Source: an optimization exercise on an open RTL-to-GDS flow (aim: small area, a short achievable clock period and few clock cycles per item). Production flows keep margins and buffers that such runs may drop.
In this exercise RTL edits were held to simulation tests only and were not proved equivalent to the original.
No activity file was given, so power comes from the tool's default toggle rates.

== v5 ==
// exact_pattern_stream_matcher
module exact_pattern_stream_matcher (
	input  logic                       clk,
	input  logic                       arst_n,
	input  logic                       in_valid,
	output logic                       in_stall,
	input  logic [1:0]                 func,
	input  logic [epsm_pkg::SYM_W-1:0] symbol,
	output logic                       out_valid,
	input  logic                       out_stall,
	output logic [epsm_pkg::IDX_W-1:0] match_start,
	output logic                       pattern_overflow
);
For scale: ~2700 cells after synthesis, ~49 I/O pins, ~37000 sq um of cells after synthesis.
clock: 5.0 ns
lec_check: 0
cap_margin: 20
core_margin: 2
core_utilization: 50
cts_cluster_diameter: 80
cts_cluster_size: 28
place_density: 0.65
setup_slack_margin: 2.75
slew_margin: 20
run.sh (not shown) runs the stock make flow with config.mk's settings and CLKGATE_MAP_FILE= SYNTH_SCRIPT=/design/flow/synth_recipe.tcl, a recipe that flattens the netlist after the stock synthesis.
v5 | stages: all done | timing, DRC, antenna: all pass
Testbench counts of v5, summed over its fixed seeds: cycles 23,488, items 23,488.
Setup changes, v5 to v33
- changing CORE_UTILIZATION from 50 to 60
- changing PLACE_DENSITY from 0.65 to 0.72
- changing SETUP_SLACK_MARGIN from 2.75 to 2.8
==> comparison <==
v33 vs. v5: sequential cell area fraction in the yosys report level, number of enable flip-flop cells after synthesis level, clock-buffer cell count moved up, synthesis-to-finish area growth moved down, final cell area excluding filler cells moved down. Via count of the first global-routing pass (lower): v5. v5 -> v33: peak supply drop decreased slightly. Row routed wire length: v33 higher / v5 lower. Delta (v33 minus v5): fmax closely matched the old numbers, overall power after layout roughly the same. Of the two values seen for cell with the largest stage delay on the worst path, edfxtp_1 was produced by v33 and dfrtp_4 by v5.
The following lists how v31 was set up differently from v33:
- changing CORE_UTILIZATION from 60 to 40
- changing CTS_CLUSTER_DIAMETER from 80 to 100
- changing SETUP_SLACK_MARGIN from 2.8 to 2.6
- removing PLACE_DENSITY (formerly 0.72)
==> run summary <==
v33 → v31: via count of the first global-routing pass dropped about 3.4%, routed wire length fell 1800 um.
The global-route wire length before repair reported for v31 is smaller than that of v33 by 2.0%.
Summary of v31 over v33: power dissipated by switching net loads shrank by about 4%; fill cell total of the finished layout shows an increase of 3953; fmax fell about 2.5%; share of synthesized flip-flops with an asynchronous set or reset now sits at about the same level.
When v31 is measured against v33, its normalized max-slew margin turns out 5.2 points higher.
Uppermost layer routed = met5: v33; uppermost layer routed = met4: v31
[inputs] v47 vs v31
- swapping 100 for 70 in CTS_CLUSTER_DIAMETER
- putting PLACE_DENSITY at 0.8 where nothing was set
- swapping 40 for 70 in CORE_UTILIZATION
- swapping 2.6 for 2.85 in SETUP_SLACK_MARGIN
## What came out
Non-clock buffer area fraction after layout: lower on v31
v47 vs. v31: achievable frequency higher, fraction of area in multi-input gates higher, worst hold slack across all endpoints lower, part of the total power dissipated in combinational logic higher.
Layout overhead on the synthesized area was lower in the run labelled v31.
Edits applied to the flow inputs when going from v47 to v6:
- PLACE_DENSITY changed from 0.8 to 0.72
- CORE_UTILIZATION changed from 70 to 60
- CTS_CLUSTER_DIAMETER changed from 70 to 80
- SETUP_SLACK_MARGIN changed from 2.85 to 2.9
==> comparison <==
- Number of DRC violations after detailed-routing iteration 0 ended up 9.5% lower on v6 than on v47.
- Summary: final critical delay including setup and external delays, v6 worse than v47
- The run showing the greater routed wire length is v47.
- The number of buffers inserted to repair setup after CTS of v6 exceeds that of v47 by 27%.
- Total power: v6 vs v47 — no meaningful difference
- In v6 the clock group share of total power turned out 0.4 points lower than in v47.
- In v6 relative to v47, count of clock-buffer cells in the layout had gone up by a few percent.
- Sort v47 and v6 by part of the cycle the worst path needs asc -> top: v47
Changes in v19 relative to v6:
- changing CORE_UTILIZATION from 60 to 40
- setting CTS_BUF_LIST to sky130_fd_sc_hd__clkbuf_8 for the first time
- changing CTS_CLUSTER_SIZE from 28 to 30
- removing PLACE_DENSITY (formerly 0.72)
- removing CTS_CLUSTER_DIAMETER (formerly 80)
Notes after the runs:
v6 finished all stages; the layout is clean. v19 | stages: all done | timing, DRC, antenna: all pass. Comparing minimum period implied by the final worst setup slack for v19 and v6, the bigger number came from v19. Number of antenna cells inserted ends up higher on v19. v6 → v19: area overhead of the layout relative to synthesis went up; cell area went up; number of cells upsized or downsized after cts went up; final core utilization went down.

## port drivers added, routing unchanged
The flow's constraints put no driver on any port. The routed layouts listed below were extracted and timed again, unchanged, in two steps. Step 1: set_driving_cell puts a clkbuf_16 on clk and a buf_2 on each other input, an assumption about the parent block. Step 2 times the ports against the registers' clock, not the clock port: input delays grow and output delays shrink by t, the midpoint of the rising clock arrivals with the driver on. Slacks: no drivers / after step 1 / after step 2; pairs: no drivers / after step 1.
| run | shift t [ns] | slack for setup (ns) | hold slack, ns |
|---|---|---|---|
| v5 | 0.718 | 2.729 / 2.663 / 2.233 | 0.319 / 0.319 / 0.319 |
| v33 | 0.706 | 2.735 / 2.677 / 2.292 | 0.322 / 0.322 / 0.322 |
| v31 | 0.700 | 2.678 / 2.617 / 2.053 | 0.326 / 0.326 / 0.326 |
| v47 | 0.716 | 2.761 / 2.697 / 2.273 | 0.317 / 0.317 / 0.317 |
| v6 | 0.711 | 2.722 / 2.663 / 2.282 | 0.321 / 0.321 / 0.321 |
| v19 | 0.876 | 2.562 / 2.502 / 2.235 | 0.249 / 0.215 / 0.295 |
After both steps setup and hold are still met in every run listed. For v31, which loses most, drivers alone change the setup slack by -0.061 ns; drivers and shift together by -0.625 ns.
